This is an optimization exercise on Yosys and OpenROAD, whose aim is small area, a short achievable clock period and few clock cycles, not a production implementation.
In this exercise RTL edits were held to simulation tests only and were not proved equivalent to the original.

build 48:
==> flow/design.v (excerpt) <==
module midi_tempo_tracker #(
    parameter int TIME_BITS      = 24,
    parameter int COUNT_BITS     = 16,
    parameter int FOLD_MIN_COUNT = 8
) (
    input  logic                  clk,
    input  logic                  rst_n,
    input  logic                  in_valid,
    output logic                  in_stall,
    input  logic [1:0]            event_kind,
    input  logic [6:0]            controller,
    input  logic [6:0]            ctrl_value,
    input  logic [TIME_BITS-1:0]  delta_time,
    output logic                  out_valid,
    input  logic                  out_stall,
    output logic [TIME_BITS-1:0]  note_period,
    output logic [TIME_BITS-1:0]  pedal_period,
    output logic [COUNT_BITS-1:0] note_count,
    output logic [1:0]            event_use,
    input  logic                  cfg_valid,
    output logic                  cfg_ready,
    input  logic [2:0]            cfg_index,
    input  logic [23:0]           cfg_data
);
export LEC_CHECK = 0
export ABC_AREA = 1
export CAP_MARGIN = 0
export CORE_MARGIN = 2
export CORE_UTILIZATION = 60
export SLEW_MARGIN = 0
create_clock -name core_clock -period 10.0 [get_ports {clk}]
run.sh (not shown) runs the stock make flow with config.mk's settings and CLKGATE_MAP_FILE= SYNTH_SCRIPT=/design/flow/synth_recipe.tcl, a recipe that flattens the netlist after the stock synthesis.
The final layout from build 48, which completed every stage, passed the timing, design-rule and antenna checks at the end of the flow.
Testbench counts of build 48, summed over its fixed seeds: cycles 9,095.
Modified inputs, build 26 compared to build 48
# build 48
export LEC_CHECK = 0
export ABC_AREA = 1
export CAP_MARGIN = 0
export CORE_MARGIN = 2
export CORE_UTILIZATION = 60
export SLEW_MARGIN = 0
create_clock -name core_clock -period 10.0 [get_ports {clk}]
# build 26
export LEC_CHECK = 0
export CAP_MARGIN = 5
export CORE_MARGIN = 2
export CORE_UTILIZATION = 65
export SLEW_MARGIN = 5
create_clock -name core_clock -period 10.0 [get_ports {clk}]
--- outcome ---
Vertical die dimension on build 26 is down relative to build 48. Termination of the worst setup path: rec1_reg[22] -> build 48, x_reg[1] -> build 26. Delta (build 26 minus build 48): via count moved down; final worst setup slack moved down; multi-input gate share of the layout cell area moved up. Of build 26 and build 48, the lower parity-gate share of the synthesized area counting xor and xnor cells belongs to build 48.
The inputs of build 37 differ from those of build 26 as listed below.
# build 26
export LEC_CHECK = 0
export CAP_MARGIN = 5
export CORE_MARGIN = 2
export CORE_UTILIZATION = 65
export SLEW_MARGIN = 5
create_clock -name core_clock -period 10.0 [get_ports {clk}]
# build 37
export LEC_CHECK = 0
export ABC_AREA = 1
export CAP_MARGIN = 5
export CORE_MARGIN = 2
export CORE_UTILIZATION = 65
export SLEW_MARGIN = 5
create_clock -name core_clock -period 10.0 [get_ports {clk}]
==> comparison <==
Re number of nets produced by synthesis: build 26 was lower than build 37. [build 37] slack of the critical path rose 0.091 ns relative to build 26. Buffering stage count on the worst path with inverters included (build 37 over build 26): increase, 3. Compared with build 26, in build 37 cell area saw a decrease; count of multi-input gates saw an increase.
Setup changes, build 37 to build 98
# build 37
export LEC_CHECK = 0
export ABC_AREA = 1
export CAP_MARGIN = 5
export CORE_MARGIN = 2
export CORE_UTILIZATION = 65
export SLEW_MARGIN = 5
create_clock -name core_clock -period 10.0 [get_ports {clk}]
# build 98
export LEC_CHECK = 0
export CAP_MARGIN = 5
export CORE_MARGIN = 2
export CORE_UTILIZATION = 55
export SLEW_MARGIN = 5
create_clock -name core_clock -period 10.0 [get_ports {clk}]
Notes after the runs:
- Final clock skew ends up lower on build 37.
- | slack of the worst reg-to-reg path | build 98 vs build 37 | worse |
- Against build 37, total die area in build 98 rose by more than 10%.
- Commonest non-fill, non-tap cell in the layout: ha_1 -> build 98, nand2_1 -> build 37

========
Starting RTL as in the previous note.
clock: 10.0 ns
lec_check: 0
cap_margin: 20
core_margin: 2
core_utilization: 60
gpl_timing_driven: 1
slew_margin: 20
Testbench counts at the start, summed over its fixed seeds: cycles 9,095.
Edit:
--- a/flow/config.mk
+++ b/flow/config.mk
@@ -9,4 +9,3 @@
 export CORE_MARGIN = 2
-export CORE_UTILIZATION = 60
-export GPL_TIMING_DRIVEN = 1
+export CORE_UTILIZATION = 75
 export SLEW_MARGIN = 20
=> The new run completed without violations. Clock skew rises by 0.0050 ns. Clock-buffer cell count came out higher by 1. Non-clock buffer count went down by 29. Global-route usage went up by 9.5 points. Die area fell by 20%.

========
Starting RTL as in the previous note.
make LEC_CHECK=0 ABC_AREA=1 CAP_MARGIN=5 CORE_MARGIN=2 CORE_UTILIZATION=60 SLEW_MARGIN=5 finish   # period 10.0 ns
Testbench counts at the start, summed over its fixed seeds: cycles 9,095.
Change:
- ABC_AREA: 1 -> unset
- CAP_MARGIN: 5 -> 20
- CORE_UTILIZATION: 60 -> 40
- SLEW_MARGIN: 5 -> 20
Outcome: The changed run produced a clean layout; final area rises by 4.1%; worst setup slack got worse by 160 ps; clock-buffer cell count is higher by 3; routed wire length rises by 7.7%.
Change:
- CORE_UTILIZATION: 40 -> 60
- die area is lower by 33%
- worst setup slack gains 120 ps
Change:
- ABC_AREA: unset -> 1
- CAP_MARGIN: 20 -> 5
- CORE_UTILIZATION: 60 -> 55
- SLEW_MARGIN: 20 -> 5
After rerunning: The changed run finished clean. Global-route usage decreases by 2.6 points. First-iteration DRC count decreases by a few percent. Non-clock buffer count decreases by 22.

========
Starting RTL as in the previous note.
## midi_tempo_tracker
module midi_tempo_tracker #(
    parameter int TIME_BITS      = 24,
    parameter int COUNT_BITS     = 16,
    parameter int FOLD_MIN_COUNT = 8
) (
    input  logic                  clk,
    input  logic                  rst_n,
    input  logic                  in_valid,
    output logic                  in_stall,
    input  logic [1:0]            event_kind,
    input  logic [6:0]            controller,
    input  logic [6:0]            ctrl_value,
    input  logic [TIME_BITS-1:0]  delta_time,
    output logic                  out_valid,
    input  logic                  out_stall,
    output logic [TIME_BITS-1:0]  note_period,
    output logic [TIME_BITS-1:0]  pedal_period,
    output logic [COUNT_BITS-1:0] note_count,
    output logic [1:0]            event_use,
    input  logic                  cfg_valid,
    output logic                  cfg_ready,
    input  logic [2:0]            cfg_index,
    input  logic [23:0]           cfg_data
);
Settings: LEC_CHECK=0, CAP_MARGIN=5, CORE_MARGIN=2, CORE_UTILIZATION=60, SLEW_MARGIN=5; clock period 10.0 ns.
The first run completed without violations.
Testbench counts at the start, summed over its fixed seeds: cycles 9,095.
Next try:
CAP_MARGIN = 0   (was 5)
SLEW_MARGIN = 0   (was 5)
Outcome: Setup slack gets worse by 0.027 ns; global-route usage stays the same; via count hardly moves; final cell count does not change; die area does not change; sequential share of layout area is unchanged.

re-timing with driven ports:
Ports are ideal in the flow. The routed layouts listed here were re-timed in OpenROAD. Step 1: set_driving_cell puts a clkbuf_16 on clk and a buf_2 on each other input, an assumption about the parent block. Step 2, shift: input delay + t, output delay - t, t = (earliest + latest rising clock arrival at the registers) / 2. This alone moves slack from input paths to output paths. a / b / c = no drivers / after step 1 / after step 2; a / b = the first two.
run	shift t [ns]	slack for setup (ns)	pins driven straight from the clock port
build 48	0.764	0.744 / 0.744 / 0.744	1
build 26	0.759	0.618 / 0.618 / 0.618	1
build 37	0.748	0.709 / 0.709 / 0.709	1
build 98	0.778	0.637 / 0.637 / 0.637	1
the first run of note 2	0.750	0.723 / 0.723 / 0.723	1
the second run of note 2	0.736	0.308 / 0.308 / 0.308	1
the first run of note 3	0.764	0.763 / 0.763 / 0.763	1
the second run of note 3	0.792	0.607 / 0.607 / 0.607	1
the third run of note 3	0.750	0.723 / 0.723 / 0.723	1
the fourth run of note 3	0.756	0.745 / 0.745 / 0.745	1
the first run of note 4	0.765	0.817 / 0.817 / 0.817	1
the second run of note 4	0.764	0.789 / 0.789 / 0.789	1
After both steps every run listed still meets setup and hold.
